From an optimization exercise on the open Yosys and OpenROAD flow, aimed at small area; shortcuts taken in it are not production practice. Function was checked by simulation only, so behaviour that the tests miss may differ from the original. In every run shown here, the design's own scripts or RTL, not TritonCTS, make the clock network. The flow treats the clock pin as an ideal source. Dropping or thinning the clock tree relies on that and would not hold on a real chip. Power is estimated from default activity; no workload was simulated.

==> flow/design.v <==
`timescale 1ns/100ps
package l1_trig_pkg;
    localparam int NUM_CHANNELS = 4;
    localparam int NUM_BEAMS    = 2;
    localparam int SAMPLE_W = 5;
    localparam int BSUM_W   = 7;
    localparam int POWER_W  = 18;
    localparam int LOW_W    = 12;
    localparam int ROOT_W   = 7;
    localparam int CNT_W    = 6;
    localparam int HOLDOFF_CLOCKS     = 16;
    localparam int HOLDOFF_W          = $clog2(HOLDOFF_CLOCKS + 1);
    localparam int RATE_PERIOD_CLOCKS = 1024;
    localparam int WINDOW_W           = $clog2(RATE_PERIOD_CLOCKS);
    localparam int AXIL_ADDR_W = 8;
    localparam int AXIL_DATA_W = 32;
    localparam logic [AXIL_ADDR_W-1:0] REG_CTRL    = 8'h00;
    localparam logic [AXIL_ADDR_W-1:0] REG_THRESH0 = 8'h10;
    localparam logic [AXIL_ADDR_W-1:0] REG_THRESH1 = 8'h14;
    localparam logic [AXIL_ADDR_W-1:0] REG_COUNT0  = 8'h20;
    localparam logic [AXIL_ADDR_W-1:0] REG_COUNT1  = 8'h24;
    function automatic logic [1:0] fa(input logic a, input logic b, input logic c);
        fa = 2'(a) + 2'(b) + 2'(c);
    endfunction
    function automatic logic maj(input logic a, input logic b, input logic c);
        maj = (a & b) | (a & c) | (b & c);
    endfunction
endpackage
`timescale 1ns/100ps
module beam_former (
    input  logic                                                aclk,
    input  logic                                                rst_n_i,
    input  logic [l1_trig_pkg::NUM_CHANNELS*l1_trig_pkg::SAMPLE_W-1:0] samples_i,
    output logic [l1_trig_pkg::NUM_BEAMS*l1_trig_pkg::BSUM_W-1:0]      beam_sums_o
);
    localparam int BSUM_W = l1_trig_pkg::BSUM_W;
    logic [4:0] b0, b1, b2, b3;
    logic [4:0] p3;
    logic [5:0] p2;
    logic [6:0] p1;
    logic [5:0] p2_next;
    logic [6:0] p1_next;
    logic [6:0] sum0;
    logic [6:0] sum1;
    assign b0 = samples_i[4:0]   ^ 5'h10;
    assign b1 = samples_i[9:5]   ^ 5'h10;
    assign b2 = samples_i[14:10] ^ 5'h10;
    assign b3 = samples_i[19:15] ^ 5'h10;
    always_comb begin
        logic [1:0] t;
        logic       c;
        c = 1'b0;
        for (int i = 0; i < 5; i++) begin
            t = l1_trig_pkg::fa(p3[i], b2[i], c);
            p2_next[i] = t[0];
            c = t[1];
        end
        p2_next[5] = c;
        c = 1'b0;
        for (int i = 0; i < 5; i++) begin
            t = l1_trig_pkg::fa(p2[i], b1[i], c);
            p1_next[i] = t[0];
            c = t[1];
        end
        t = l1_trig_pkg::fa(p2[5], c, 1'b0);
        p1_next[5] = t[0];
        p1_next[6] = t[1];
        c = 1'b0;
        for (int i = 0; i < 5; i++) begin
            t = l1_trig_pkg::fa(p1[i], b0[i], c);
            sum1[i] = t[0];
            c = t[1];
        end
        t = l1_trig_pkg::fa(p1[5], c, 1'b0);
        sum1[5] = t[0];
        sum1[6] = p1[6] ^ t[1];
    end
    always_comb begin
        logic [1:0] t;
        logic [4:0] s1, c1;
        logic [5:0] s2, c2;
        logic [5:0] ra, rb, rc;
        for (int i = 0; i < 5; i++) begin
            t = l1_trig_pkg::fa(b0[i], b1[i], b2[i]);
            s1[i] = t[0];
            c1[i] = t[1];
        end
        ra = {1'b0, s1};
        rb = {c1, 1'b0};
        rc = {1'b0, b3};
        for (int i = 0; i < 6; i++) begin
            t = l1_trig_pkg::fa(ra[i], rb[i], rc[i]);
            s2[i] = t[0];
            c2[i] = t[1];
        end
        sum0 = 7'(s2) + {c2, 1'b0};
    end
    always_ff @(posedge aclk) begin
        if (!rst_n_i) begin
            p3 <= 5'd16;
            p2 <= 6'd32;
            p1 <= 7'd48;
        end else begin
            p3 <= b3;
            p2 <= p2_next;
            p1 <= p1_next;
        end
    end
    assign beam_sums_o[0*BSUM_W +: BSUM_W] = sum0;
    assign beam_sums_o[1*BSUM_W +: BSUM_W] = sum1;
endmodule
`timescale 1ns/100ps
module beam_discriminator (
    input  logic                                                aclk,
    input  logic                                                rst_n_i,
    input  logic [l1_trig_pkg::NUM_BEAMS*l1_trig_pkg::BSUM_W-1:0]  beam_sums_i,
    input  logic [l1_trig_pkg::NUM_BEAMS*l1_trig_pkg::ROOT_W-1:0]  root_use_n_i,
    output logic [l1_trig_pkg::NUM_BEAMS-1:0]                      raw_trig_o
);
    localparam int NUM_BEAMS = l1_trig_pkg::NUM_BEAMS;
    localparam int BSUM_W    = l1_trig_pkg::BSUM_W;
    localparam int ROOT_W    = l1_trig_pkg::ROOT_W;
    logic [NUM_BEAMS-1:0] decide;
    logic [NUM_BEAMS-1:0] decide_q1;
    logic [NUM_BEAMS-1:0] decide_q2;
    always_comb begin
        logic [BSUM_W-1:0] u;
        logic [ROOT_W-1:0] nr;
        logic              c;
        for (int b = 0; b < NUM_BEAMS; b++) begin
            u  = beam_sums_i[b*BSUM_W +: BSUM_W];
            nr = root_use_n_i[b*ROOT_W +: ROOT_W];
            c  = !u[6];
            for (int i = 0; i < 6; i++) begin
                c = l1_trig_pkg::maj(u[i] ^ !u[6], nr[i], c);
            end
            decide[b] = c && nr[6];
        end
    end
    always_ff @(posedge aclk) begin
        decide_q1  <= decide & {NUM_BEAMS{rst_n_i}};
        decide_q2  <= decide_q1 & {NUM_BEAMS{rst_n_i}};
        raw_trig_o <= decide_q2 & {NUM_BEAMS{rst_n_i}};
    end
endmodule
`timescale 1ns/100ps
module trigger_rate_counter (
    input  logic                                              aclk,
    input  logic                                              rst_n_i,
    input  logic [l1_trig_pkg::NUM_BEAMS-1:0]                    raw_trig_i,
    input  logic                                              rate_start_i,
    output logic [l1_trig_pkg::NUM_BEAMS-1:0]                    trigger_o,
    output logic [l1_trig_pkg::NUM_BEAMS*l1_trig_pkg::CNT_W-1:0] counts_o,
    output logic                                              count_done_o
);
    localparam int NUM_BEAMS = l1_trig_pkg::NUM_BEAMS;
    localparam int CNT_W     = l1_trig_pkg::CNT_W;
    localparam int WINDOW_W  = l1_trig_pkg::WINDOW_W;
    logic [NUM_BEAMS-1:0][4:0]       served;
    logic [NUM_BEAMS-1:0][CNT_W-1:0] counts;
    logic [WINDOW_W:0]               window;
    logic                            window_run;
    logic                            clear;
    assign counts_o     = counts;
    assign window_run   = !window[WINDOW_W];
    assign count_done_o = window[WINDOW_W] && !window[0];
    assign clear        = rate_start_i || !rst_n_i;
    always_comb begin
        for (int b = 0; b < NUM_BEAMS; b++) begin
            trigger_o[b] = raw_trig_i[b] && served[b][4];
        end
    end
    always_ff @(posedge aclk) begin
        for (int b = 0; b < NUM_BEAMS; b++) begin
            logic       c;
            logic [4:0] nxt;
            c = !served[b][4];
            for (int i = 0; i < 4; i++) begin
                nxt[i] = served[b][i] ^ c;
                c      = served[b][i] & c;
            end
            nxt[4] = served[b][4] | c;
            if (clear) begin
                served[b] <= 5'b10000;
            end else if (trigger_o[b]) begin
                served[b] <= 5'b00000;
            end else begin
                served[b] <= nxt;
            end
        end
    end
    always_ff @(posedge aclk) begin
        logic              c;
        logic [WINDOW_W:0] nxt;
        c = window_run;
        for (int i = 0; i < WINDOW_W; i++) begin
            nxt[i] = window[i] ^ c;
            c      = window[i] & c;
        end
        nxt[WINDOW_W] = window[WINDOW_W] | c;
        if (!rst_n_i) begin
            window <= (WINDOW_W+1)'(1025);
        end else if (rate_start_i) begin
            window <= '0;
        end else begin
            window <= nxt;
        end
    end
    always_ff @(posedge aclk) begin
        for (int b = 0; b < NUM_BEAMS; b++) begin
            logic             c;
            logic [CNT_W-1:0] nxt;
            c = window_run && trigger_o[b];
            for (int i = 0; i < CNT_W; i++) begin
                nxt[i] = counts[b][i] ^ c;
                c      = counts[b][i] & c;
            end
            counts[b] <= clear ? '0 : nxt;
        end
    end
endmodule
`timescale 1ns/100ps
module l1_trigger_regs (
    input  logic                                                aclk,
    input  logic                                                rst_n_i,
    input  logic                                                awvalid_i,
    input  logic [l1_trig_pkg::AXIL_ADDR_W-1:0]                    awaddr_i,
    input  logic                                                wvalid_i,
    input  logic [l1_trig_pkg::POWER_W-1:0]                        wdata_i,
    input  logic [2:0]                                          wstrb_i,
    input  logic                                                bready_i,
    input  logic                                                arvalid_i,
    input  logic [l1_trig_pkg::AXIL_ADDR_W-1:0]                    araddr_i,
    input  logic                                                rready_i,
    output logic                                                awready_o,
    output logic                                                wready_o,
    output logic                                                bvalid_o,
    output logic [1:0]                                          bresp_o,
    output logic                                                arready_o,
    output logic                                                rvalid_o,
    output logic [l1_trig_pkg::AXIL_DATA_W-1:0]                    rdata_o,
    output logic [1:0]                                          rresp_o,
    output logic [l1_trig_pkg::NUM_BEAMS*l1_trig_pkg::ROOT_W-1:0]  root_use_n_o,
    output logic                                                rate_start_o,
    input  logic [l1_trig_pkg::NUM_BEAMS*l1_trig_pkg::CNT_W-1:0]   counts_i,
    input  logic                                                count_done_i
);
    localparam int NUM_BEAMS   = l1_trig_pkg::NUM_BEAMS;
    localparam int POWER_W     = l1_trig_pkg::POWER_W;
    localparam int LOW_W       = l1_trig_pkg::LOW_W;
    localparam int ROOT_W      = l1_trig_pkg::ROOT_W;
    localparam int CNT_W       = l1_trig_pkg::CNT_W;
    localparam int AXIL_DATA_W = l1_trig_pkg::AXIL_DATA_W;
    localparam logic [7:0] REG_CTRL    = l1_trig_pkg::REG_CTRL;
    localparam logic [7:0] REG_THRESH0 = l1_trig_pkg::REG_THRESH0;
    localparam logic [7:0] REG_THRESH1 = l1_trig_pkg::REG_THRESH1;
    localparam logic [7:0] REG_COUNT0  = l1_trig_pkg::REG_COUNT0;
    localparam logic [7:0] REG_COUNT1  = l1_trig_pkg::REG_COUNT1;
    localparam logic [ROOT_W-1:0] ROOT_NEVER = ROOT_W'(64);
    logic                              wr_accept;
    logic                              rd_accept;
    logic                              bvalid;
    logic                              rvalid;
    logic                              ctrl_wr;
    logic                              update_now;
    logic [NUM_BEAMS-1:0][POWER_W-1:0] thresh_stage;
    logic [NUM_BEAMS-1:0]              thresh_sel;
    logic [NUM_BEAMS-1:0][2:0]         stage_we;
    logic [POWER_W-1:0]                stage_d;
    logic                              rd_en;
    logic [POWER_W-1:0]                rd_data_next;
    logic [POWER_W-1:0]                rdata;
    assign wr_accept     = awvalid_i && wvalid_i && !bvalid;
    assign ctrl_wr       = wr_accept && (awaddr_i == REG_CTRL) && wstrb_i[0];
    assign update_now    = ctrl_wr && wdata_i[1];
    assign thresh_sel[0] = wr_accept && (awaddr_i == REG_THRESH0);
    assign thresh_sel[1] = wr_accept && (awaddr_i == REG_THRESH1);
    always_ff @(posedge aclk) begin
        if (!rst_n_i) begin
            bvalid <= 1'b0;
        end else if (wr_accept) begin
            bvalid <= 1'b1;
        end else if (bready_i) begin
            bvalid <= 1'b0;
        end
    end
    always_ff @(posedge aclk) begin
        if (!rst_n_i) begin
            rate_start_o <= 1'b0;
        end else begin
            rate_start_o <= ctrl_wr && wdata_i[0];
        end
    end
    always_comb begin
        for (int b = 0; b < NUM_BEAMS; b++) begin
            for (int l = 0; l < 3; l++) begin
                stage_we[b][l] = (thresh_sel[b] && wstrb_i[l]) || !rst_n_i;
            end
        end
        stage_d = wdata_i | {POWER_W{!rst_n_i}};
    end
    always_ff @(posedge aclk) begin
        for (int b = 0; b < NUM_BEAMS; b++) begin
            if (stage_we[b][0]) thresh_stage[b][7:0]          <= stage_d[7:0];
            if (stage_we[b][1]) thresh_stage[b][15:8]         <= stage_d[15:8];
            if (stage_we[b][2]) thresh_stage[b][POWER_W-1:16] <= stage_d[POWER_W-1:16];
        end
    end
    function automatic logic [7:0] add8(input logic [7:0] x, input logic [7:0] y);
        logic [1:0] t;
        logic       c;
        c = 1'b0;
        for (int i = 0; i < 8; i++) begin
            t = l1_trig_pkg::fa(x[i], y[i], c);
            add8[i] = t[0];
            c = t[1];
        end
    endfunction
    logic [NUM_BEAMS-1:0]              wrote;
    logic [POWER_W-1:6]                lvl_hi;
    logic                              hi_zero;
    logic [2:0]                        a0;
    logic [3:0]                        a1;
    logic [4:0]                        a2;
    logic [5:3]                        rt_hi;
    logic [5:3]                        rt_hi_q;
    logic [3:0]                        a2_q;
    logic                              hi_zero_q;
    logic [5:0]                        lvl_lo;
    logic [5:0]                        a3;
    logic [6:0]                        a4;
    logic [7:0]                        a5;
    logic [2:0]                        rt_lo;
    logic [ROOT_W-1:0]                 nroot_new;
    logic [NUM_BEAMS-1:0][ROOT_W-1:0]  nroot_stage;
    logic [NUM_BEAMS-1:0][ROOT_W-1:0]  nroot_next;
    logic [NUM_BEAMS-1:0][ROOT_W-1:0]  nroot_use;
    always_comb begin
        logic [POWER_W-1:6] cur;
        cur = awaddr_i[2] ? thresh_stage[1][POWER_W-1:6] : thresh_stage[0][POWER_W-1:6];
        lvl_hi[7:6]          = wstrb_i[0] ? wdata_i[7:6]          : cur[7:6];
        lvl_hi[15:8]         = wstrb_i[1] ? wdata_i[15:8]         : cur[15:8];
        lvl_hi[POWER_W-1:16] = wstrb_i[2] ? wdata_i[POWER_W-1:16] : cur[POWER_W-1:16];
    end
    assign hi_zero  = (lvl_hi[POWER_W-1:LOW_W] == '0);
    assign a0       = {1'b0, lvl_hi[11:10]} + 3'b111;
    assign rt_hi[5] = !a0[2];
    assign a1       = 4'(add8(8'({a0[1:0], lvl_hi[9:8]}), 8'({rt_hi[5], 1'b0, 2'b11})));
    assign rt_hi[4] = !a1[3];
    assign a2       = 5'(add8(8'({a1[2:0], lvl_hi[7:6]}), 8'({rt_hi[4], rt_hi[5:4] ^ {2{rt_hi[4]}}, 2'b11})));
    assign rt_hi[3] = !a2[4];
    always_ff @(posedge aclk) begin
        rt_hi_q   <= rt_hi;
        a2_q      <= a2[3:0];
        hi_zero_q <= hi_zero;
    end
    assign lvl_lo    = wrote[1] ? thresh_stage[1][5:0] : thresh_stage[0][5:0];
    assign a3        = {a2_q, lvl_lo[5:4]} + {rt_hi_q[3], rt_hi_q[5:3] ^ {3{rt_hi_q[3]}}, 2'b11};
    assign rt_lo[2]  = !a3[5];
    assign a4        = {a3[4:0], lvl_lo[3:2]} + {rt_lo[2], {rt_hi_q, rt_lo[2]} ^ {4{rt_lo[2]}}, 2'b11};
    assign rt_lo[1]  = !a4[6];
    assign a5        = {a4[5:0], lvl_lo[1:0]} + {rt_lo[1], {rt_hi_q, rt_lo[2:1]} ^ {5{rt_lo[1]}}, 2'b11};
    assign rt_lo[0]  = !a5[7];
    assign nroot_new = hi_zero_q ? {1'b1, ~rt_hi_q, ~rt_lo} : ~ROOT_NEVER;
    always_ff @(posedge aclk) begin
        wrote <= thresh_sel & {NUM_BEAMS{rst_n_i}};
        for (int b = 0; b < NUM_BEAMS; b++) begin
            if (wrote[b] || !rst_n_i) begin
                nroot_stage[b] <= {nroot_new[6] && rst_n_i, nroot_new[5:0] | {6{!rst_n_i}}};
            end
        end
    end
    assign nroot_use    = update_now ? nroot_stage : nroot_next;
    assign root_use_n_o = nroot_use;
    always_ff @(posedge aclk) begin
        for (int b = 0; b < NUM_BEAMS; b++) begin
            nroot_next[b] <= {nroot_use[b][6] && rst_n_i, nroot_use[b][5:0] | {6{!rst_n_i}}};
        end
    end
    assign rd_accept = arvalid_i && !rvalid;
    always_comb begin
        case (araddr_i)
            REG_CTRL:    rd_data_next = POWER_W'(count_done_i);
            REG_THRESH0: rd_data_next = thresh_stage[0];
            REG_THRESH1: rd_data_next = thresh_stage[1];
            REG_COUNT0:  rd_data_next = POWER_W'(counts_i[0*CNT_W +: CNT_W]);
            REG_COUNT1:  rd_data_next = POWER_W'(counts_i[1*CNT_W +: CNT_W]);
            default:     rd_data_next = '0;
        endcase
        rd_data_next = rd_data_next & {POWER_W{rst_n_i}};
    end
    assign rd_en = rd_accept || !rst_n_i;
    always_ff @(posedge aclk) begin
        if (rd_en) begin
            rdata <= rd_data_next;
        end
    end
    always_ff @(posedge aclk) begin
        if (!rst_n_i) begin
            rvalid <= 1'b0;
        end else if (rd_accept) begin
            rvalid <= 1'b1;
        end else if (rready_i) begin
            rvalid <= 1'b0;
        end
    end
    assign awready_o = wr_accept;
    assign wready_o  = wr_accept;
    assign bvalid_o  = bvalid;
    assign bresp_o   = 2'b00;
    assign arready_o = !rvalid;
    assign rvalid_o  = rvalid;
    assign rdata_o   = AXIL_DATA_W'(rdata);
    assign rresp_o   = 2'b00;
endmodule
`timescale 1ns/100ps
module l1_trigger_top (
    input  logic        aclk,
    input  logic        rst_n_i,
    input  logic [19:0] samples_i,
    input  logic        s_axil_awvalid,
    input  logic [7:0]  s_axil_awaddr,
    input  logic        s_axil_wvalid,
    input  logic [31:0] s_axil_wdata,
    input  logic [3:0]  s_axil_wstrb,
    input  logic        s_axil_bready,
    input  logic        s_axil_arvalid,
    input  logic [7:0]  s_axil_araddr,
    input  logic        s_axil_rready,
    output logic        s_axil_awready,
    output logic        s_axil_wready,
    output logic        s_axil_bvalid,
    output logic [1:0]  s_axil_bresp,
    output logic        s_axil_arready,
    output logic        s_axil_rvalid,
    output logic [31:0] s_axil_rdata,
    output logic [1:0]  s_axil_rresp,
    output logic [1:0]  trigger_o
);
    localparam int NUM_BEAMS = l1_trig_pkg::NUM_BEAMS;
    localparam int BSUM_W    = l1_trig_pkg::BSUM_W;
    localparam int CNT_W     = l1_trig_pkg::CNT_W;
    localparam int ROOT_W    = l1_trig_pkg::ROOT_W;
    logic [NUM_BEAMS*ROOT_W-1:0]  root_use_n;
    logic                         rate_start;
    logic [NUM_BEAMS*CNT_W-1:0]   counts;
    logic                         count_done;
    logic [NUM_BEAMS*BSUM_W-1:0]  beam_sums;
    logic [NUM_BEAMS-1:0]         raw_trig;
    l1_trigger_regs l1_trigger_regs_inst (
        .aclk         (aclk),
        .rst_n_i      (rst_n_i),
        .awvalid_i    (s_axil_awvalid),
        .awaddr_i     (s_axil_awaddr),
        .wvalid_i     (s_axil_wvalid),
        .wdata_i      (s_axil_wdata[l1_trig_pkg::POWER_W-1:0]),
        .wstrb_i      (s_axil_wstrb[2:0]),
        .bready_i     (s_axil_bready),
        .arvalid_i    (s_axil_arvalid),
        .araddr_i     (s_axil_araddr),
        .rready_i     (s_axil_rready),
        .awready_o    (s_axil_awready),
        .wready_o     (s_axil_wready),
        .bvalid_o     (s_axil_bvalid),
        .bresp_o      (s_axil_bresp),
        .arready_o    (s_axil_arready),
        .rvalid_o     (s_axil_rvalid),
        .rdata_o      (s_axil_rdata),
        .rresp_o      (s_axil_rresp),
        .root_use_n_o (root_use_n),
        .rate_start_o (rate_start),
        .counts_i     (counts),
        .count_done_i (count_done)
    );
    beam_former beam_former_inst (
        .aclk        (aclk),
        .rst_n_i     (rst_n_i),
        .samples_i   (samples_i),
        .beam_sums_o (beam_sums)
    );
    beam_discriminator beam_discriminator_inst (
        .aclk        (aclk),
        .rst_n_i     (rst_n_i),
        .beam_sums_i (beam_sums),
        .root_use_n_i (root_use_n),
        .raw_trig_o  (raw_trig)
    );
    trigger_rate_counter trigger_rate_counter_inst (
        .aclk         (aclk),
        .rst_n_i      (rst_n_i),
        .raw_trig_i   (raw_trig),
        .rate_start_i (rate_start),
        .trigger_o    (trigger_o),
        .counts_o     (counts),
        .count_done_o (count_done)
    );
endmodule
==> flow/flow/run.sh <==
#!/bin/bash
# The standard synthesis and layout (standard.sh), with these changes:
#  - the port buffers are buf_1 cells instead of the resizer's default pick,
#  - the clock tree is built by mytree.tcl in place of clock_tree_synthesis:
#    the clock port drives one clkbuf_8, which drives clkbuf_8 leaves, each
#    leaf driving one cluster of about 15 neighbouring flip-flops,
#  - one tie cell drives all constant outputs (no tie fanout repair),
#  - the buffers ABC adds in synthesis are removed at floorplan (the
#    resizer's repair buffers again where it needs to),
#  - after the standard synthesis, invopt.py removes the inverter pairs that
#    Yosys's full-adder extraction leaves around the adders. Registers are
#    untouched; the result is checked against the synthesized netlist with a
#    combinational equivalence proof (flip-flops cut), and dropped if the
#    proof fails,
#  - then all logic but the registers, the full-adder cells and the tie cell
#    is mapped again by ABC for area (remap.ys.in, remap.abc: two rounds of
#    choice computation and area-oriented mapping), checked the same way.
# Each tool's output goes to its own log in this folder.
set -euo pipefail
export BUFFER_PORTS_ARGS="-buffer_cell sky130_fd_sc_hd__buf_1"
export REMOVE_ABC_BUFFERS=1
export SKIP_REPAIR_TIE_FANOUT=1
YOSYS="${YOSYS_EXE:-$FLOW_HOME/../tools/install/yosys/bin/yosys}"
R=orfs/results/${FLOW_PLATFORM}/l1_trigger_top/base

bash standard.sh synth > synth.log 2>&1

cp "$R/1_2_yosys.v" synth_netlist.v
LIB="$FLOW_HOME/platforms/sky130hd/lib/sky130_fd_sc_hd__tt_025C_1v80.lib"

# Combinational equivalence of a netlist with the synthesized one (flip-flops
# cut into ports); 0 when proven
equiv() {
  python3 flow/cut_ffs.py synth_netlist.v eq_a.v >> "$2" 2>&1 &&
  python3 flow/cut_ffs.py "$1" eq_b.v >> "$2" 2>&1 || return 1
  cat > eq.ys <<EOT
read_liberty -ignore_miss_func $LIB
read_verilog eq_a.v
rename $FLOW_TOP gold
read_verilog eq_b.v
rename $FLOW_TOP gate
proc
flatten
miter -equiv -flatten -make_assert gold gate miter
hierarchy -top miter
sat -verify -prove-asserts miter
EOT
  "$YOSYS" -s eq.ys >> "$2" 2>&1
}

best=synth_netlist.v
# 1. inverter clean-up around the full adders
if python3 flow/invopt.py synth_netlist.v invopt.v > invopt.log 2>&1 &&
   equiv invopt.v invopt.log; then
  echo "invopt netlist proven equivalent; using it" >> invopt.log
  best=invopt.v
else
  echo "invopt not used" >> invopt.log
fi
# 2. area-oriented remap of the logic around the registers and full adders
DONTUSE=$(grep -o 'cell *( *"sky130_fd_sc_hd__\(lpflow\|probe\)[a-z0-9_]*' "$LIB" | sed 's/.*"/-dont_use /' | tr '\n' ' ')
sed -e "s#@LIB@#$LIB#g" -e "s#@IN@#$best#" -e "s#@TOP@#$FLOW_TOP#" \
    -e "s#@SCRIPT@#$PWD/flow/remap.abc#" -e "s#@DONTUSE@#$DONTUSE#" -e "s#@OUT@#remap.v#" \
    flow/remap.ys.in > remap.ys
if "$YOSYS" -s remap.ys > remap.log 2>&1 && equiv remap.v remap.log; then
  echo "remap netlist proven equivalent; using it" >> remap.log
  best=remap.v
else
  echo "remap not used" >> remap.log
fi
if [[ "$best" != synth_netlist.v ]]; then
  cp "$best" "$R/1_2_yosys.v"
  rm -f "$R/1_synth.odb" "$R/1_synth.sdc"
fi

# Layout: ORFS's scripts, with cts.tcl's clock_tree_synthesis call replaced
rm -rf myscripts
cp -r "$FLOW_HOME/scripts" myscripts
python3 - <<'PY'
p = "myscripts/cts.tcl"
s = open(p).read()
old = "log_cmd clock_tree_synthesis {*}$cts_args"
assert s.count(old) == 1
s = s.replace(old, "source $::env(MYTREE_TCL)\n"
              "mytree_build sky130_fd_sc_hd__clkbuf_8 sky130_fd_sc_hd__clkbuf_8 15\n"
              "set_propagated_clock [all_clocks]")
open(p, "w").write(s)
PY
export MYTREE_TCL="$PWD/flow/mytree.tcl"
SCRIPTS_DIR="$PWD/myscripts" bash standard.sh > flow.log 2>&1
==> flow/flow/cut_ffs.py <==
#!/usr/bin/env python3
"""Cut every flip-flop of a flat gate netlist into ports (Q an input, D and DE
outputs, numbered by instance name), so two netlists with the same registers can
be compared combinationally.

usage: cut_ffs.py IN.v OUT.v
"""
import re, sys
src = open(sys.argv[1]).read()
cell_re = re.compile(r"^\s*(sky130_fd_sc_hd__\w+)\s+(\S+)\s*\((.*?)\);\s*$", re.S | re.M)
pin_re = re.compile(r"\.(\w+)\(\s*(.*?)\s*\)(?=\s*,|\s*$)", re.S)
ffs = []
def sub(m):
    t = m.group(1)
    if re.search(r"__(e?dfxtp|dfrtp|dfstp|dfbbp|edfxbp|dfxbp|sdf\w*)_\d+$", t):
        pins = dict(pin_re.findall(m.group(3)))
        ffs.append((m.group(2), t, {k: v.strip() for k, v in pins.items()}))
        return ""
    return m.group(0)
body = cell_re.sub(sub, src)
ffs.sort()
extra_ports, decls, assigns = [], [], []
for k, (name, t, pins) in enumerate(ffs):
    q = pins.get("Q")
    extra_ports.append(f"ffq_{k}")
    decls.append(f"  input ffq_{k};")
    assigns.append(f"  assign {q} = ffq_{k};")
    for p in ("D", "DE"):
        if p in pins:
            extra_ports.append(f"ff{p.lower()}_{k}")
            decls.append(f"  output ff{p.lower()}_{k};")
            assigns.append(f"  assign ff{p.lower()}_{k} = {pins[p]} ;")
body = re.sub(r"^(module\s+\S+\s*\()", lambda m: m.group(1) + ", ".join(extra_ports) + ", ", body, count=1, flags=re.M)
body = body.replace("endmodule", "\n".join(decls + assigns) + "\nendmodule", 1)
open(sys.argv[2], "w").write(body)
print(len(ffs), "flops cut", file=sys.stderr)
==> flow/flow/invopt.py <==
#!/usr/bin/env python3
"""Inverter clean-up around full adders in a flat gate netlist.

A full adder is self-dual: FA(~a, ~b, ~c) = ~FA(a, b, c) on both outputs. Yosys's
adder extraction often leaves full adders fed and followed by inverters. This pass
removes every plain inverter, chooses for each full adder whether it works on its
inputs or on their complements (flipping both outputs), greedily so that the fewest
nets need an inverted copy, and puts back one inverter per net that still needs one.
Registers and all other cells are left as they are.

usage: invopt.py IN.v OUT.v
"""
import re
import sys
from collections import defaultdict

OUT_PINS = {"X", "Y", "Q", "Q_N", "COUT", "SUM", "HI", "LO"}
src = open(sys.argv[1]).read()

mod = re.search(r"^module\s+(\S+)\s*\((.*?)\);", src, re.S | re.M)
ports = {p.strip() for p in mod.group(2).split(",")}
port_bits = set()
for m in re.finditer(r"^\s*(input|output|inout)\s+(\[(\d+):(\d+)\]\s+)?(\S+)\s*;", src, re.M):
    name = m.group(5)
    if m.group(2):
        hi, lo = int(m.group(3)), int(m.group(4))
        for i in range(min(hi, lo), max(hi, lo) + 1):
            port_bits.add(f"{name}[{i}]")
    port_bits.add(name)

cell_re = re.compile(r"^\s*(sky130_fd_sc_hd__\w+)\s+(\S+)\s*\((.*?)\);\s*$", re.S | re.M)
pin_re = re.compile(r"\.(\w+)\(\s*(.*?)\s*\)(?=\s*,|\s*$)", re.S)


def norm(net):
    net = net.strip()
    return net


cells = []
for m in cell_re.finditer(src):
    pins = {p: norm(n) for p, n in pin_re.findall(m.group(3))}
    cells.append({"type": m.group(1), "name": m.group(2), "pins": pins, "span": m.span()})

is_inv = lambda c: re.fullmatch(r"sky130_fd_sc_hd__inv_\d+", c["type"]) is not None
is_fa = lambda c: re.fullmatch(r"sky130_fd_sc_hd__fa_\d+", c["type"]) is not None

# inverters we may remove: output not a port
inv_of = {}  # out net -> in net
removable = set()
for i, c in enumerate(cells):
    if is_inv(c) and c["pins"]["Y"] not in port_bits:
        inv_of[c["pins"]["Y"]] = c["pins"]["A"]
        removable.add(i)


def literal(net):
    pol = 0
    seen = 0
    while net in inv_of and seen < 100:
        net = inv_of[net]
        pol ^= 1
        seen += 1
    return net, pol


# consumers: (cell index, pin) -> (root, need)
cons = []  # list of [cell, pin, root, need]
for i, c in enumerate(cells):
    if i in removable:
        continue
    for p, n in c["pins"].items():
        if p in OUT_PINS:
            continue
        if re.fullmatch(r"\d+'[bh][0-9a-fA-F]+", n):
            continue
        r, need = literal(n)
        cons.append([i, p, r, need])

# output ports driven through removable inverters must stay positive
port_need = []
for pb in port_bits:
    if pb in inv_of:
        r, need = literal(pb)
        port_need.append((pb, r, need))

fa_idx = [i for i, c in enumerate(cells) if is_fa(c)]
fa_out = {}
for i in fa_idx:
    for p in ("COUT", "SUM"):
        fa_out[cells[i]["pins"][p]] = i
flip = {i: 0 for i in fa_idx}
# an FA whose output is a port (or feeds a port through inverters) keeps its polarity
fixed = set()
for i in fa_idx:
    for p in ("COUT", "SUM"):
        if cells[i]["pins"][p] in port_bits:
            fixed.add(i)

by_root = defaultdict(list)
for k, (i, p, r, need) in enumerate(cons):
    by_root[r].append(k)
port_by_root = defaultdict(list)
for pb, r, need in port_need:
    port_by_root[r].append(need)


def carried(r):
    i = fa_out.get(r)
    return flip[i] if i is not None else 0


def root_cost(r):
    c = carried(r)
    needs = set()
    for k in by_root[r]:
        i, p, _, need = cons[k]
        if i in flip:
            need ^= flip[i]
        needs.add(need)
    for need in port_by_root[r]:
        needs.add(need)
    return 1 if (needs - {c}) else 0


def fa_roots(i):
    rs = set()
    for p, n in cells[i]["pins"].items():
        if p in OUT_PINS:
            rs.add(n)
        else:
            rs.add(literal(n)[0])
    return rs


total = sum(root_cost(r) for r in set(by_root) | set(port_by_root))
before_invs = len(removable)
changed = True
rounds = 0
while changed and rounds < 50:
    changed = False
    rounds += 1
    for i in fa_idx:
        if i in fixed:
            continue
        rs = fa_roots(i)
        old = sum(root_cost(r) for r in rs)
        flip[i] ^= 1
        new = sum(root_cost(r) for r in rs)
        if new < old:
            total += new - old
            changed = True
        else:
            flip[i] ^= 1

# build the new netlist
out_parts = []
new_wires = []
inv_net = {}
n_new = 0


def net_for(r, need):
    global n_new
    if need == carried(r):
        return r
    if r not in inv_net:
        n_new += 1
        w = f"_invopt_{n_new}_"
        inv_net[r] = w
        new_wires.append(w)
    return inv_net[r]


conn = {}
for k, (i, p, r, need) in enumerate(cons):
    if i in flip:
        need ^= flip[i]
    conn[(i, p)] = net_for(r, need)
port_drv = {}
for pb, r, need in port_need:
    port_drv[pb] = net_for(r, need)

pos = 0
text = []
for i, c in enumerate(cells):
    s, e = c["span"]
    text.append(src[pos:s])
    pos = e
    if i in removable:
        continue
    pins = []
    for p, n in c["pins"].items():
        pins.append(f"    .{p}({conn.get((i, p), n)} )")
    text.append(f"  {c['type']} {c['name']} (\n" + ",\n".join(pins) + "\n  );")
rest = src[pos:]
extra = []
for r, w in inv_net.items():
    extra.append(f"  sky130_fd_sc_hd__inv_1 {w}cell (\n    .A({r} ),\n    .Y({w} )\n  );")
for pb, n in port_drv.items():
    extra.append(f"  assign {pb} = {n};")
rest = rest.replace("endmodule", "\n".join(extra) + "\nendmodule", 1)
body = "".join(text) + rest
# declare the new wires after the module header's declarations
decl = "".join(f"  wire {w};\n" for w in new_wires)
body = re.sub(r"(^module\s+\S+\s*\(.*?\);\n)", lambda m: m.group(1) + decl, body, count=1, flags=re.S | re.M)
open(sys.argv[2], "w").write(body)
print(f"invopt: {before_invs} removable inverters, {len(inv_net)} after; {sum(flip.values())} full adders flipped", file=sys.stderr)
==> flow/flow/mytree.tcl <==
# A two-level clock tree: the clock port drives one root buffer, which drives
# a few leaf buffers, each driving the flip-flops of one placement cluster
# (k-means on the flip-flop locations). Replaces clock_tree_synthesis.
proc mytree_build { leaf_cell root_cell per_leaf } {
  set db [ord::get_db]
  set block [ord::get_db_block]
  set clk_port [$block findBTerm aclk]
  set clk_net [$clk_port getNet]
  set sinks {}
  foreach it [$clk_net getITerms] {
    if { [$it isInputSignal] && [[$it getInst] isPlaced] } { lappend sinks $it }
  }
  set n [llength $sinks]
  set k [expr { int(ceil(double($n) / $per_leaf)) }]
  if { $k < 1 } { set k 1 }
  set xs {}; set ys {}
  foreach it $sinks {
    set box [[$it getInst] getBBox]
    lappend xs [expr { ([$box xMin] + [$box xMax]) / 2.0 }]
    lappend ys [expr { ([$box yMin] + [$box yMax]) / 2.0 }]
  }
  # k-means, seeded along the sorted x order
  set order [lsort -indices -real $xs]
  set cx {}; set cy {}
  for {set c 0} {$c < $k} {incr c} {
    set i [lindex $order [expr { int(($c + 0.5) * $n / $k) }]]
    lappend cx [lindex $xs $i]; lappend cy [lindex $ys $i]
  }
  set cap [expr { int(ceil(double($n) / $k)) + 2 }]
  for {set iter 0} {$iter < 30} {incr iter} {
    # balanced assignment: nearest centre with room, sinks in order of distance gap
    set asg [lrepeat $n -1]
    set cnt [lrepeat $k 0]
    set pairs {}
    for {set i 0} {$i < $n} {incr i} {
      for {set c 0} {$c < $k} {incr c} {
        set d [expr { abs([lindex $xs $i] - [lindex $cx $c]) + abs([lindex $ys $i] - [lindex $cy $c]) }]
        lappend pairs [list $d $i $c]
      }
    }
    foreach p [lsort -real -index 0 $pairs] {
      lassign $p d i c
      if { [lindex $asg $i] >= 0 } { continue }
      if { [lindex $cnt $c] >= $cap } { continue }
      lset asg $i $c
      lset cnt $c [expr { [lindex $cnt $c] + 1 }]
    }
    set sx [lrepeat $k 0.0]; set sy [lrepeat $k 0.0]
    for {set i 0} {$i < $n} {incr i} {
      set c [lindex $asg $i]
      lset sx $c [expr { [lindex $sx $c] + [lindex $xs $i] }]
      lset sy $c [expr { [lindex $sy $c] + [lindex $ys $i] }]
    }
    for {set c 0} {$c < $k} {incr c} {
      if { [lindex $cnt $c] > 0 } {
        lset cx $c [expr { [lindex $sx $c] / [lindex $cnt $c] }]
        lset cy $c [expr { [lindex $sy $c] / [lindex $cnt $c] }]
      }
    }
  }
  set leaf_m [$db findMaster $leaf_cell]
  set root_m [$db findMaster $root_cell]
  set root [odb::dbInst_create $block $root_m "clktree_root"]
  set root_net [odb::dbNet_create $block "clktree_root_net"]
  $root_net setSigType CLOCK
  [$root findITerm A] connect $clk_net
  [$root findITerm X] connect $root_net
  set rx 0.0; set ry 0.0
  for {set c 0} {$c < $k} {incr c} {
    set leaf [odb::dbInst_create $block $leaf_m "clktree_leaf_$c"]
    set net [odb::dbNet_create $block "clktree_net_$c"]
    $net setSigType CLOCK
    [$leaf findITerm A] connect $root_net
    [$leaf findITerm X] connect $net
    $leaf setLocation [expr { int([lindex $cx $c]) }] [expr { int([lindex $cy $c]) }]
    $leaf setPlacementStatus PLACED
    set rx [expr { $rx + [lindex $cx $c] / $k }]
    set ry [expr { $ry + [lindex $cy $c] / $k }]
    for {set i 0} {$i < $n} {incr i} {
      if { [lindex $asg $i] == $c } {
        set it [lindex $sinks $i]
        $it disconnect
        $it connect $net
      }
    }
  }
  $root setLocation [expr { int($rx) }] [expr { int($ry) }]
  $root setPlacementStatus PLACED
  puts "mytree: $n sinks, $k leaves of $leaf_cell, root $root_cell"
}
==> flow/flow/remap.abc <==
&get -n
&st
&dch -f
&nf -a
&put
&get -n
&st
&dch -f
&nf -a
&put
==> flow/flow/remap.ys.in <==
read_liberty -ignore_miss_func @LIB@
read_verilog @IN@
hierarchy -top @TOP@
blackbox sky130_fd_sc_hd__dfxtp_1 sky130_fd_sc_hd__edfxtp_1 sky130_fd_sc_hd__fa_1 sky130_fd_sc_hd__conb_1
flatten
opt -fast
abc -liberty @LIB@ -script @SCRIPT@ @DONTUSE@
opt_clean -purge
splitnets
opt_clean -purge
insbuf -buf sky130_fd_sc_hd__buf_4 A X
opt_clean -purge
tee -o remap_stat.txt stat -liberty @LIB@
write_verilog -noexpr -nohex -nodec -noattr @OUT@
==> flow/standard.sh <==
#!/bin/bash
# synth_recipe.tcl (not shown) runs the flow's synth.tcl, then flattens the netlist and writes it again
# the make line also repeats each setting of config.mk as NAME=value (left out here)
make -C /OpenROAD-flow-scripts/flow DESIGN_CONFIG=/design/flow/config.mk WORK_HOME=/design/flow/orfs CLKGATE_MAP_FILE= SYNTH_SCRIPT=/design/flow/synth_recipe.tcl "${@:-finish}"
==> flow/config.mk <==
export PLATFORM = sky130hd
export DESIGN_NAME = l1_trigger_top
export DESIGN_NICKNAME = l1_trigger_top
export VERILOG_FILES = /design/flow/design.v
export SDC_FILE = /design/flow/constraint.sdc
export NUM_CORES = 4
export LEC_CHECK = 0
export CAP_MARGIN = 20
export CORE_MARGIN = 2
export CORE_UTILIZATION = 80
export PLACE_DENSITY = 0.88
export SLEW_MARGIN = 20
==> flow/constraint.sdc <==
create_clock -name core_clock -period 5.0 [get_ports {aclk}]
set_input_delay 1.0000 -clock core_clock [delete_from_list [all_inputs] [get_ports {aclk}]]
set_output_delay 1.0000 -clock core_clock [all_outputs]
set_load 0.01 [all_outputs]
==> impl.org, run 1 <==
** Outcome
- Status :: complete, no violations

** Drt
- In the routed design, unresolved DRC markers number 0.
- In this run the remaining antenna-violating nets after routing total 0.
- After the first detailed-routing iteration, the DRC count stood at 300.
- The first detailed-routing pass took 7 iterations.
- The routed design has between 15000 and 20000 µm of wire.
- Detail-routed via count per cell :: 6.157
- After detailed routing, the average wire length per cell comes to ~18 µm.
- Via count :: approximately 5200

** Die
- Area of the core :: ~0.0086 mm²
- The die covers around 0.0096 mm².
- Once the floorplan was initialized, standard cells occupied 81.64% of the core.
- Pin placement for this block handled about 120 I/O pins.
- Die height :: slightly below 100 µm
- Die Width :: 97.88 µm
- Row generation in the floorplan step produced 34 rows.

** Layout
- Once layout is complete, the cells apart from fillers number roughly 850.
- Most used cells in the layout excluding fill and tap cells :: 87 x sky130_fd_sc_hd__buf_1, 84 x sky130_fd_sc_hd__dfxtp_1, 74 x sky130_fd_sc_hd__nand2_1
- The net count of the finished layout is 844.
- Filler cell count :: between 400 and 500
- From synthesis to final layout, the design area changed by 7.897%.
- The library cell used most frequently in the layout, excluding fill and tap cells, is sky130_fd_sc_hd__buf_1.
- Number of antenna diodes :: 0
- Layout cell share with drive strength beyond 1 :: slightly above 3%

** STA
- Adding up every negative setup slack in the final design gives 0 ps.
- Setup repair after global routing missed its margin :: no
- Crit share post-route :: a little over nine tenths
- Setup violations remaining at the end of the flow were counted as 0.
- On the final layout, the worst clock skew is 16.88 ps.
- Max transition margin :: 39.52%
- The count of endpoints failing hold in the final timing report is 0.
- Max-slew violations :: 0
- At the pin with the least slew margin, the transition time is 907.2 ps.
- The smallest clock period supported by the final layout is computed as between 4000 and 5000 ps.
- Derived from the worst setup path, the maximum achievable clock frequency is approximately 210 MHz.

** Logic synthesis
- The Yosys step of the flow raised 4 warnings.
- Synthesis handed over a netlist of approximately 650 instances.
- Mean area per synthesized cell :: 10.83 µm²
- Synth Cell Area :: a little over 0.007 mm²

** Worst setup path
- Of all nets on the critical path, the largest fanout is 9.
- The slowest stage of the critical path is the sky130_fd_sc_hd__dfxtp_1 cell.
- Traced cell by cell, the critical path runs through mux2_1 > o221ai_1 > a31oi_1 > xnor3_1 > maj3_1 > o311a_1 > xnor3_1 > xnor2_1 > maj3_1 > a311oi_1 > xnor2_1 > nand2_1.
- Worst setup EP type :: flop
- Data arrival, critical path :: between 4000 and 5000 ps
- Reg-to-reg slack, setup :: approximately 260 ps
- At the worst endpoint, the required time is 5160 ps.
- The worst setup path is of the reg -> reg kind.
- Startpoint type of the worst setup path :: flop
- In this design, the stage delay of the slowest critical-path cell is roughly 570 ps.

** Placement
- In this run the tool buffered the top-level ports with 88 buffer cells.
- Number of placed instances with taps included :: 836
- Final GP Congestion :: 0.8166
- Hpwl dp :: 10940 µm

** Flow run
- Number of max-cap violations :: 0

** Global routing
- Wire length of the first global-routing pass :: 25130 µm
- The total overflow left after global routing is 0.
- The via count of the first global-routing pass came to ~5400.
- Antenna violations before repair :: 0
- Global-route usage over all layers :: roughly a third
- Maximum number of pins on one net before global-route repair :: 74

** Power
- Leakage :: approximately 2.7 nW
- IR drop worst, VDD :: about 0.32 mV
- In this run the power density over the cells is about 450 mW/mm².

** Clock tree
- Clock latency (worst-skew pair) :: roughly 430 ps
- Clock slew at the register clock pins of the worst setup and hold paths :: around 90 ps
- Post-cts hold buffer count :: 0
- Post-CTS Setup Bufs :: 0
- Count of cells resized by post-cts repair :: 0

** Min path
- The min-delay analysis places its worst path in the category reg -> reg.
power breakdown:
group	leakage, nW	switching (W)	internal [W]	total [W]
clock	0.0863	0.000361	0.000214	0.000576
combinational	1.27	0.000803	0.000661	0.00146
sequential	1.35	0.0000403	0.00137	0.00141
total	2.71	0.00120	0.00224	0.00345
routing by layer:
metal  track usage, %  wire length [µm]  part of all wire [%]
met5                0                 0                     0
met4            8.761               393                   2.5
met3            3.364              1080                   6.9
met2            63.12              8450                    54
met1            37.88              5667                    36
worst paths after layout:
check,from,to,cells past startpoint
max,l1_trigger_regs_inst.wrote[1],l1_trigger_regs_inst.nroot_stage[0],12
min,beam_discriminator_inst.decide_q2[0],beam_discriminator_inst.raw_trig_o[0],1
max reg2reg,l1_trigger_regs_inst.wrote[1],l1_trigger_regs_inst.nroot_stage[0],12
min reg2reg,beam_discriminator_inst.decide_q2[0],beam_discriminator_inst.raw_trig_o[0],1
sequential cells by signal, indices dropped and copies added, names as in the netlist:
signal,flops
beam_former_inst.p2,6
beam_discriminator_inst.decide_q2,2
l1_trigger_regs_inst.rdata,18
l1_trigger_regs_inst.nroot_stage,14
beam_former_inst.p1,7
trigger_rate_counter_inst.counts,12
trigger_rate_counter_inst.served,10
beam_former_inst.p3,5
l1_trigger_regs_inst.nroot_next,14
l1_trigger_regs_inst.rt_hi_q,3
l1_trigger_regs_inst.rvalid,1
l1_trigger_regs_inst.thresh_stage,36
l1_trigger_regs_inst.wrote,2
beam_discriminator_inst.raw_trig_o,2
l1_trigger_regs_inst.bvalid,1
trigger_rate_counter_inst.window,11
l1_trigger_regs_inst.rate_start_o,1
l1_trigger_regs_inst.hi_zero_q,1
beam_discriminator_inst.decide_q1,2
l1_trigger_regs_inst.a2_q,4
metrics by stage:
step	util (%)	hold WS [ps]	setup slack (ps)	power, W	instance area, µm²
2_1_floorplan	-	412.6	654.9	0.002556	6908
3_3_place_gp	86.15	415.3	515.3	0.002733	7440
3_5_place_dp	86.15	419.8	342.4	0.002855	7440
4_1_cts	88.06	431.9	331.6	0.003420	7605
5_1_grt	88.09	445.1	44.45	0.003607	7607
6_report	88.09	429.6	259.8	0.003450	7607
area by class of cell:
| cell class | instances | area (µm²) | share of cell area [%] |
|---|---|---|---|
| Buffer | 12 | 165.2 | 2.171 |
| Tap cell | 108 | 135.1 | 1.776 |
| Sequential cell | 152 | 3724 | 48.95 |
| Multi-Input combinational cell | 465 | 3136 | 41.22 |
| Inverter | 15 | 56.30 | 0.7401 |
| Timing Repair Buffer | 96 | 391.6 | 5.148 |
critical path: cells and delay by family (launching register included):
family	cells	cell delay, ps
simple gates	1	100
fa+ha+maj	2	790
compound gates	4	1450
flops	1	570
mux	1	300
xor+xnor	4	1260
==> inputs of run 2 (changes only) <==
--- a/flow/config.mk
+++ b/flow/config.mk
@@ -7,6 +7,6 @@
 export LEC_CHECK = 0
 export CAP_MARGIN = 20
 export CORE_MARGIN = 2
-export CORE_UTILIZATION = 80
-export PLACE_DENSITY = 0.88
+export CORE_UTILIZATION = 86
+export PLACE_DENSITY = 0.92
 export SLEW_MARGIN = 20
==> impl.org, run 2 <==
** STA
- At the pin with the least slew margin, the transition time is around 1100 ps.
- The count of final max-slew check failures was 0.
- Fmax :: around 200 MHz
- Max transition margin :: ~25%
- The worst path needs slightly below 5000 ps of the cycle, external delays included.
- Number of endpoints failing setup at the final stage :: 0
- Number of hold violations in the final report :: 0
- Final TNS setup :: 0 ps
- In the post-route analysis, the smallest setup slack over all paths is 120.8 ps.
- Setup repair after global routing left no endpoint under its margin.
- Skew final :: about 15 ps
- Crit share post-route :: 97.58%

** Worst setup path
- Slowest-stage cell, CP :: sky130_fd_sc_hd__dfxtp_1
- The largest single stage delay on the critical path is 590 ps.
- Startpoint type of the worst setup path :: flop
- Data arrival, critical path :: 5030 ps
- Worst EP required :: around 5200 ps
- Type of the worst setup path :: reg -> reg
- The kind of cell with the highest combined delay along the critical path is compound AO/OA/AOI/OAI gates.
- Along the worst path, the maximum fanout reaches 9.
- Combined buffer and inverter count along the critical path :: 0
- Worst setup EP type :: flop
- The signal on the critical path passes through mux2_1 > o221ai_1 > a31oi_2 > xnor3_1 > maj3_1 > o311a_1 > xnor3_1 > xnor2_1 > maj3_1 > a311oi_1 > xnor2_1 > nand2_1.

** Logic synthesis
- After technology mapping, the gate count stands at 651.
- Number of warnings issued by yosys :: 4
- Mean area per synthesized cell :: 10.83 µm²
- Synth Cell Area :: about 0.0071 mm²

** Die
- Row cnt :: 33
- Die Width :: ~95 µm
- The die covers approximately 0.0089 mm².
- The die is roughly 95 µm tall.
- Area of the core :: about 0.0081 mm²
- Initial Utilization :: between 80% and 90%
- During I/O placement, the number of pins put on the boundary was approximately 120.

** Layout
- Layout cell share with drive strength beyond 1 :: under 10%
- Compared with the post-synthesis result, the final layout area differs by 7.897%.
- The register with the most flip-flops in the final layout is l1_trigger_regs_inst.thresh_stage.
- Most common library cell in the layout ignoring fill and taps :: sky130_fd_sc_hd__buf_1
- Most used cells in the layout excluding fill and tap cells :: 87 x sky130_fd_sc_hd__buf_1, 84 x sky130_fd_sc_hd__dfxtp_1, 74 x sky130_fd_sc_hd__nand2_1
- The repair_antennas step left the layout with diodes totalling 0.
- The register with the most flip-flops in the layout has 36 of them.
- Biggest registers after layout :: l1_trigger_regs_inst.thresh_stage x36, l1_trigger_regs_inst.rdata x18
- Layout Nets :: about 840

** Clock tree
- The later pin in the worst-skew pair is clocked with a latency of about 430 ps.
- Once the clock tree was built, the setup fixing pass inserted 0 buffers.
- Clock slew at the register clock pins of the worst setup and hold paths :: ~90 ps

** Power
- VDD sags by at most roughly 0.33 mV.
- Total power density per cell area :: 469.4 mW/mm²
- Post-layout power :: around 0.0036 W
- Leakage :: roughly 2.7 nW

** Global routing
- The via count of the first global-routing pass came to 5862.
- Global routing used 43.08% of the available tracks across all layers.
- Maximum number of pins on one net before global-route repair :: 44
- Grt ovf :: 0
- The initial antenna violation count came to 0.
- The first global-routing pass estimated roughly 30000 µm of wire.

** Placement
- Number of input and output port buffers inserted :: between 80 and 90
- Post-Place Setup Slack :: 370.8 ps
- At the end of routability-driven placement, the weighted congestion stood at just under 0.9.
- Hpwl dp :: 11890 µm

** Drt
- The first detailed-routing pass took 6 iterations.
- Number of design-rule violations left by the first detailed-router iteration :: between 600 and 700
- Detail-routed via count per cell :: roughly 7.0
- The detail route stage leaves a number of antenna-violating nets equal to 0.
- Summed over all layers, the routed wires come to between 15000 and 20000 µm.
- In the routed design, unresolved DRC markers number 0.
- Via count :: 5876
- Dividing the detail-routed wire length by the instance count gives around 23 µm.

** Flow run
- Across the run, the number of max-cap violations was 0.

** Outcome
- The run finished with no timing, DRC or antenna violations.

** Min path
- Type of the tightest min-delay check :: reg -> reg
==> run 2: where the power goes <==
part | internal (W) | leakage (nW) | switching, W
sequential | 0.00137 | 1.35 | 0.0000450
clock | 0.000215 | 0.0863 | 0.000372
combinational | 0.000665 | 1.27 | 0.000905
==> run 2: layout make-up <==
class | instances | area (µm²)
Tap cell | 105 | 131.4
Inverter | 15 | 56.30
Fill cell | 243 | 485.5
Timing Repair Buffer | 96 | 391.6
Sequential cell | 152 | 3724
Multi-Input combinational cell | 465 | 3139
Buffer | 12 | 165.2
==> run 2: final timing paths <==
kind                                        startpoint                                     to  slack (ps)  cells after the start
setup / recovery         l1_trigger_regs_inst.wrote[1]    l1_trigger_regs_inst.nroot_stage[0]         120                     12
hold / removal    beam_discriminator_inst.decide_q2[1]  beam_discriminator_inst.raw_trig_o[1]         460                      1
setup reg to reg         l1_trigger_regs_inst.wrote[1]    l1_trigger_regs_inst.nroot_stage[0]         120                     12
hold reg to reg   beam_discriminator_inst.decide_q2[1]  beam_discriminator_inst.raw_trig_o[1]         460                      1
==> run 2: through the flow <==
stage | cell area [µm²] | hold slack [ps] | utilization (%) | instances
finish | 7607 | 457.1 | 94.00 | 845
global route | 7607 | 470.7 | 94.00 | 845
floorplan | 6908 | 412.6 | - | 632
global placement | 7436 | 415.4 | 91.88 | 833
CTS | 7601 | 445.9 | 93.92 | 845
detailed placement | 7436 | 430.4 | 91.88 | 833
==> run 2: repair_timing <==
item	CTS	global route
hold buffers	0	0
gates resized for setup	0	1
setup endpoints to repair	0	2
==> run 2: layer usage <==
metal	part of all wire [%]	wire length, µm	up-vias	track usage (%)
met3	11	2077	147	7.342
met2	51	10030	516	79.35
met1	32	6337	2757	47.78
met5	0	0	-	0
met4	6.3	1241	0	22.10
li1	-	-	2456	-
==> inputs of run 3 (changes only) <==
--- a/flow/flow/run.sh
+++ b/flow/flow/run.sh
@@ -3,7 +3,7 @@
 #  - the port buffers are buf_1 cells instead of the resizer's default pick,
 #  - the clock tree is built by mytree.tcl in place of clock_tree_synthesis:
 #    the clock port drives one clkbuf_8, which drives clkbuf_8 leaves, each
-#    leaf driving one cluster of about 15 neighbouring flip-flops,
+#    leaf driving one cluster of about 18 neighbouring flip-flops,
 #  - one tie cell drives all constant outputs (no tie fanout repair),
 #  - the buffers ABC adds in synthesis are removed at floorplan (the
 #    resizer's repair buffers again where it needs to),
@@ -82,7 +82,7 @@
 old = "log_cmd clock_tree_synthesis {*}$cts_args"
 assert s.count(old) == 1
 s = s.replace(old, "source $::env(MYTREE_TCL)\n"
-              "mytree_build sky130_fd_sc_hd__clkbuf_8 sky130_fd_sc_hd__clkbuf_8 15\n"
+              "mytree_build sky130_fd_sc_hd__clkbuf_8 sky130_fd_sc_hd__clkbuf_8 18\n"
               "set_propagated_clock [all_clocks]")
 open(p, "w").write(s)
 PY
--- a/flow/config.mk
+++ b/flow/config.mk
@@ -7,6 +7,7 @@
 export LEC_CHECK = 0
 export CAP_MARGIN = 20
 export CORE_MARGIN = 2
-export CORE_UTILIZATION = 86
-export PLACE_DENSITY = 0.92
+export CORE_UTILIZATION = 80
+export GPL_TIMING_DRIVEN = 0
+export PLACE_DENSITY = 0.88
 export SLEW_MARGIN = 20
==> impl.org, run 3 <==
** Drt
- Number of remaining DRC errors :: 0
- Wire length reported by the detailed router :: about 14000 µm
- The first detailed-routing pass ran for 5 iterations.
- Detail-routed via count per cell :: 6.033
- Number of nets with antenna violations after routing :: 0
- The routed layout has roughly 5000 vias.
- Mean routed wirelength per cell :: 16.49 µm
- The detailed router finished its first iteration with about 330 violations.

** Layout
- Multi-input gate area :: 0.003152 mm²
- Number of antenna diodes :: 0
- Max FFs per register :: 36
- The library cell used most frequently in the layout, excluding fill and tap cells, is sky130_fd_sc_hd__buf_1.
- Layout cell share with drive strength beyond 1 :: 2.186%
- Area overhead of the layout relative to synthesis :: 7.489%
- Most used cells in the layout excluding fill and tap cells :: 87 x sky130_fd_sc_hd__buf_1, 84 x sky130_fd_sc_hd__dfxtp_1, 74 x sky130_fd_sc_hd__nand2_1
- After filler insertion, the fill cell instance count of the layout stands at ~430.
- Across the whole layout, storage elements account for 0.003724 mm².
- In the final design database the tool counted approximately 840 nets.
- The largest registers in the layout are l1_trigger_regs_inst.thresh_stage x36, l1_trigger_regs_inst.rdata x18.
- l1_trigger_regs_inst.thresh_stage holds more flip-flops than any other register.

** Die
- For this configuration, the core starts out at a cell density of between 80% and 90%.
- Row cnt :: 34
- The floorplan step set the die height to 97.88 µm.
- After floorplanning, the core was sized to cover approximately 0.0086 mm².
- Die Width :: slightly below 100 µm
- Ports :: 122
- Total Die Area :: 0.009580 mm²

** Global routing
- Number of global-route vias before repair :: 5193
- Summed over all layers, the global routing overflow is 0.
- Entering global routing, the biggest net connects 44 pins.
- Global routing consumed, over all layers together, between 20 and 30% of the routing resources.
- The initial antenna violation count was 0.
- The first global-routing pass estimated around 23000 µm of wire.

** Power
- NetSw :: 0.001138 W
- Combinational cells account for between 40% and 50% of the total power.
- Power comes to 0.003341 W.
- Fraction of power consumed by sequential logic :: between 40% and 50%
- Total power density per cell area :: ~440 mW/mm²
- Internal power comes to between 0.002 and 0.0025 W.
- VDD sags by at most approximately 0.34 mV.
- Of the total power, the share spent switching nets is around 34%.
- Leakage :: 2.677 nW
- In this run, the clock network consumes between 10% and 20% of the power.

** Logic synthesis
- Number of warnings issued by yosys :: 4
- In this run the cell area of the synthesized design comes to 0.007051 mm².
- Gate count of the mapped netlist :: about 650
- Mean area per synthesized cell :: 10.83 µm²

** Worst setup path
- For this design, the slowest cell found on the critical path is sky130_fd_sc_hd__dfxtp_1.
- The critical path contains buffers and inverters numbering 0 combined.
- Along the worst path, the maximum fanout reaches 9.
- The worst setup path is launched from a flop.
- On the worst path, the slowest cell contributes a delay of slightly below 600 ps.
- STA classifies the critical path endpoint as a flop.
- Dominant delay contributor by cell family on the critical path :: compound AO/OA/AOI/OAI gates
- Worst EP required :: between 5000 and 6000 ps
- STA puts the critical path data arrival time at 4890 ps.
- The worst setup path is of the reg -> reg kind.
- The signal on the critical path passes through mux2_1 > o221ai_1 > a31oi_1 > xnor3_1 > maj3_1 > o311a_1 > xnor3_1 > xnor2_1 > maj3_1 > a311oi_1 > xnor2_1 > nand2_1.

** Min path
- Type of the tightest min-delay check :: reg -> reg

** STA
- Time the worst path needs with I/O delays and setup :: ~4800 ps
- Setup slack after layout :: 245.9 ps
- In the finished design, the share of the clock period the worst path needs comes to between 90% and 100%.
- Max-slew violations :: 0
- The count of endpoints failing hold in the final timing report came to 0.
- Setup repair after global routing left no endpoint under its margin.
- Fmax :: 210.3 MHz
- On the final layout, the worst clock skew is 19.67 ps.
- Worst hold slack after final layout :: between 400 and 500 ps
- At the pin with the least slew margin, the transition time is around 1100 ps.
- In this run the tightest slew margin relative to its limit is approximately a quarter.
- Number of endpoints failing setup at the final stage :: 0

** Clock tree
- Clock latency (worst-skew pair) :: around 410 ps
- Clock slew at the register clock pins of the worst setup and hold paths :: 110 ps
- The number of setup buffers added after CTS is 0.
- Post-cts hold buffer count :: 0

** Placement
- Post-Place Setup Slack :: -121.7 ps
- Number of input and output port buffers inserted :: between 80 and 90
- Final GP Congestion :: ~0.85
- Hpwl dp :: ~10000 µm

** Flow run
- Number of max-cap violations :: 0

** Outcome
- Status :: complete, no violations
==> run 3: final cells by class <==
cell class | count | share of cell area [%]
Timing Repair Buffer | 90 | 4.936
Sequential cell | 152 | 49.13
Tap cell | 108 | 1.783
Multi-Input combinational cell | 465 | 41.59
Inverter | 15 | 0.7429
Buffer | 10 | 1.816
==> run 3: path summary, 6_finish.rpt <==
| path | start | endpoint | slack, ps | cells after the start |
|---|---|---|---|---|
| worst max-delay path | l1_trigger_regs_inst.wrote[1] | l1_trigger_regs_inst.nroot_stage[0] | 250 | 12 |
| worst min-delay path | trigger_rate_counter_inst.window[9] | trigger_rate_counter_inst.window[9] | 460 | 1 |
| worst min register to register | trigger_rate_counter_inst.window[9] | trigger_rate_counter_inst.window[9] | 460 | 1 |
| worst max register to register | l1_trigger_regs_inst.wrote[1] | l1_trigger_regs_inst.nroot_stage[0] | 250 | 12 |
==> run 3: layer usage <==
layer,GRT usage [%],part of all wire (%),vias to the layer above
met5,0,0,-
li1,-,-,2432
met4,8.120,2.6,0
met3,3.078,5.6,39
met1,36.22,40,2400
met2,52.79,52,197
==> run 3: stage by stage <==
step | util [%] | std cells | instance area, µm² | setup TNS [ps]
after floorplan | - | 632 | 6908 | 0
after global placement | 85.38 | 828 | 7373 | -14800
after detailed placement | 86.09 | 830 | 7435 | -121.7
after CTS | 87.68 | 840 | 7572 | 0
after global routing | 87.76 | 840 | 7579 | 0
final | 87.76 | 840 | 7579 | 0
==> run 3: what timing repair did <==
item | in CTS | in global routing
resized for setup | 0 | 1
hold endpoints to repair | 0 | 0
endpoints found under the setup margin | 0 | 1
==> run 3: worst reg2reg max path: cells and delay by family (launching register included) <==
| family | cells | cell delay (ps) |
|---|---|---|
| flip-flops | 1 | 580 |
| AO/OA/AOI/OAI | 4 | 1470 |
| AND/OR/NAND/NOR | 1 | 110 |
| XOR/XNOR | 4 | 1250 |
| adder cells (fa/ha/maj) | 2 | 770 |
| multiplexers | 1 | 310 |
==> run 3: power groups by stage <==
stage	Clock, W	Sequential, W	Combinational (W)
after floorplan	0	0.00143	0.00112
after global placement	0	0.00143	0.00130
after detailed placement	0	0.00143	0.00138
after CTS	0.000520	0.00141	0.00140
after global routing	0.000566	0.00141	0.00153
final	0.000521	0.00141	0.00141
==> inputs of run 4 (changes only) <==
--- a/flow/config.mk
+++ b/flow/config.mk
@@ -8,6 +8,5 @@
 export CAP_MARGIN = 20
 export CORE_MARGIN = 2
 export CORE_UTILIZATION = 80
-export GPL_TIMING_DRIVEN = 0
 export PLACE_DENSITY = 0.88
 export SLEW_MARGIN = 20
==> impl.org, run 4 <==
** Logic synthesis
- Synth Cell Area :: 0.007051 mm²
- Averaged over all synthesized cells, the footprint is between 10 and 15 µm².
- Synthesis produced about 650 cells.
- The Yosys step of the flow raised 4 warnings.

** Placement
- Buffers placed on the I/O ports in this run total slightly below 90.
- Final GP Congestion :: 0.8166
- Hpwl dp :: approximately 11000 µm

** Layout
- Max FFs per register :: 36
- Biggest registers after layout :: l1_trigger_regs_inst.thresh_stage x36, l1_trigger_regs_inst.rdata x18
- Compared with the post-synthesis result, the final layout area differs by 7.507%.
- Layout Nets :: roughly 840
- Top reg by flops :: l1_trigger_regs_inst.thresh_stage
- The library cell used most frequently in the layout, excluding fill and tap cells, is sky130_fd_sc_hd__buf_1.
- The number of antenna diodes in the final layout is 0.
- In the final layout, the share of cells above drive strength 1 is under 10%.
- The top cell types in the final layout, fill and taps aside, are 87 x sky130_fd_sc_hd__buf_1, 84 x sky130_fd_sc_hd__dfxtp_1, 74 x sky130_fd_sc_hd__nand2_1.

** Clock tree
- Post-CTS Setup Bufs :: 0
- Post-cts hold buffer count :: 0
- Clock latency (worst-skew pair) :: 410 ps
- Clock slew at the register clock pins of the worst setup and hold paths :: approximately 100 ps
- Post-CTS repair changed the size of 0 cells.

** Drt
- The detailed router placed just over 5000 vias in this run.
- Number of remaining DRC errors :: 0
- 1st-pass router iterations :: 6
- For this block, the initial DRC count from the detailed router was between 300 and 400.
- The routed design has between 10000 and 15000 µm of wire.
- Once detail routing completed, the nets flagged for antenna violations numbered 0.
- Dividing the detail-routed wire length by the instance count gives ~17 µm.
- Detail-routed via count per cell :: approximately 6.0

** STA
- Setup repair after global routing missed its margin :: no
- Measured against its own limit, the worst slew margin works out to between 40% and 50%.
- Crit share post-route :: between 90% and 100%
- Skew final :: ~24 ps
- Final TNS setup :: 0 ps
- Number of hold violations in the final report :: 0
- Derived from the worst setup path, the maximum achievable clock frequency is ~210 MHz.
- Number of endpoints failing setup at the final stage :: 0
- The count of final max-slew check failures is 0.
- Time the worst path needs with I/O delays and setup :: roughly 4700 ps
- Slew at the pin with the worst max-slew slack :: between 800 and 900 ps

** Worst setup path
- The number of cells on the worst reg-to-reg path is 12.
- Reg-to-reg slack, setup :: 290 ps
- At the worst endpoint, the required time is approximately 5000 ps.
- The endpoint identified for the worst register-to-register timing path is l1_trigger_regs_inst.nroot_stage[0].
- Following the worst setup path forward leads to its endpoint at l1_trigger_regs_inst.nroot_stage[0].
- The worst setup path is of the reg -> reg kind.
- In this run the worst path has a maximum fanout of 9.
- Data arrives at the worst endpoint at 4850 ps.
- Startpoint type of the worst setup path :: flop
- CP Launch Point :: l1_trigger_regs_inst.wrote[1]
- The startpoint identified for the worst register-to-register timing path is l1_trigger_regs_inst.wrote[1].
- STA classifies the critical path endpoint as a flop.

** Global routing
- The via count of the first global-routing pass is between 5000 and 6000.
- The first global-routing pass estimated 23700 µm of wire.
- Antenna violations before repair :: 0
- Global-route usage over all layers :: between 30% and 40%
- Entering global routing, the biggest net connects 74 pins.
- For this run the aggregate overflow at the end of global routing stands at 0.

** Flow run
- The tool flagged a number of max-cap violations equal to 0.

** Die
- The die is 97.88 µm wide.
- Area of the core :: between 0.008 and 0.009 mm²
- Initial Utilization :: 81.64%
- From bottom edge to top edge, the die measures 97.88 µm.
- Row cnt :: 34
- The die covers 0.009580 mm².
- For this design the top-level I/O count stands at between 100 and 150.

** Power
- IR drop worst, VDD :: 0.3330 mV
- Leakage :: 2.695 nW
- Total power density per cell area :: about 450 mW/mm²
- The design draws 0.003380 W.

** Outcome
- The flow ran to the end and the layout has no timing, DRC or antenna violations.

** Min path
- The worst hold path belongs to the class reg -> reg.
- Critical hold path startpoint :: beam_discriminator_inst.decide_q2[0]
[run 4: metal layers]
layer / wire (µm) / vias up / global-route usage (%)
li1: - / 2439 / -
met1: 5436 / 2434 / 36.51
met2: 7732 / 209 / 58.17
met3: 931 / 35 / 2.219
met4: 381 / 0 / 7.906
met5: 0 / - / 0
[run 4: worst max-delay path: stages, from the launching register on]
cell	delay, ps
sky130_fd_sc_hd__dfxtp_1	570
sky130_fd_sc_hd__mux2_1	300
sky130_fd_sc_hd__o221ai_1	150
sky130_fd_sc_hd__a31oi_1	530
sky130_fd_sc_hd__xnor3_1	490
sky130_fd_sc_hd__maj3_1	410
sky130_fd_sc_hd__o311a_1	420
sky130_fd_sc_hd__xnor3_1	450
sky130_fd_sc_hd__xnor2_1	170
sky130_fd_sc_hd__maj3_1	380
sky130_fd_sc_hd__a311oi_1	330
sky130_fd_sc_hd__xnor2_1	150
sky130_fd_sc_hd__nand2_1	100
[run 4: worst min-delay path by stage]
stage                                                       end  cells after the start
after global placement     beam_discriminator_inst.decide_q2[0]                      1
after floorplan            beam_discriminator_inst.decide_q2[0]                      1
after global routing      beam_discriminator_inst.raw_trig_o[0]                      1
final                     beam_discriminator_inst.raw_trig_o[0]                      1
after CTS                 beam_discriminator_inst.raw_trig_o[0]                      1
after detailed placement  beam_discriminator_inst.raw_trig_o[0]                      1
[run 4: metrics by stage]
stage               util [%]  instance area (µm²)  worst slack [ps]  instances  hold slack (ps)
finish                 87.77                 7580             291.6        846            444.0
global route           87.77                 7580             82.49        846            458.4
detailed placement     86.15                 7440             342.4        836            419.8
floorplan                  -                 6908             654.9        632            412.6
global placement       86.15                 7440             515.3        836            415.3
CTS                    87.74                 7577             341.5        846            445.3
[run 4: where the power goes]
| group | leakage (nW) | internal (W) | switching (W) |
|---|---|---|---|
| clock network | 0.0719 | 0.000181 | 0.000347 |
| logic | 1.27 | 0.000659 | 0.000787 |
| registers | 1.35 | 0.00137 | 0.0000381 |
| total | 2.69 | 0.00221 | 0.00117 |
[run 4: cell type report]
class / instances / area (µm²)
Sequential cell: 152 / 3724
Multi-Input combinational cell: 465 / 3136
Fill cell: 454 / 1056
Timing Repair Buffer: 96 / 391.6
Buffer: 10 / 137.6
Tap cell: 108 / 135.1
Inverter: 15 / 56.30

-- re-timing with driven ports --
In the flow no input, the clock included, has a driving cell. The finished layouts below were timed again as built, in two steps. Step 1: set_driving_cell puts a clkbuf_16 on aclk and a buf_2 on each other input, an assumption about the parent block. Step 2 adds t to the input delays and takes it off the output delays; t is the mean of the earliest and latest rising clock arrival at the registers after step 1. Input paths then give back, and output paths get back, about the clock's delay inside the block. Three values: ideal ports, drivers, drivers and shift; two values: the first two.
| run | t, ns | setup WS [ns] | worst hold slack (ns) |
|---|---|---|---|
| run 1 | 0.462 | 0.260 / 0.260 / 0.260 | 0.430 / 0.430 / 0.430 |
| run 2 | 0.462 | 0.121 / 0.121 / 0.035 | 0.457 / 0.457 / 0.457 |
| run 3 | 0.432 | 0.246 / 0.246 / -0.010 | 0.457 / 0.457 / 0.457 |
| run 4 | 0.433 | 0.292 / 0.292 / 0.292 | 0.444 / 0.444 / 0.444 |
Met with ideal ports but missed after step 2: setup timing in run 3. The setup slack of run 3, which loses most, moves by 0.000 ns with the drivers and by -0.256 ns with both steps.
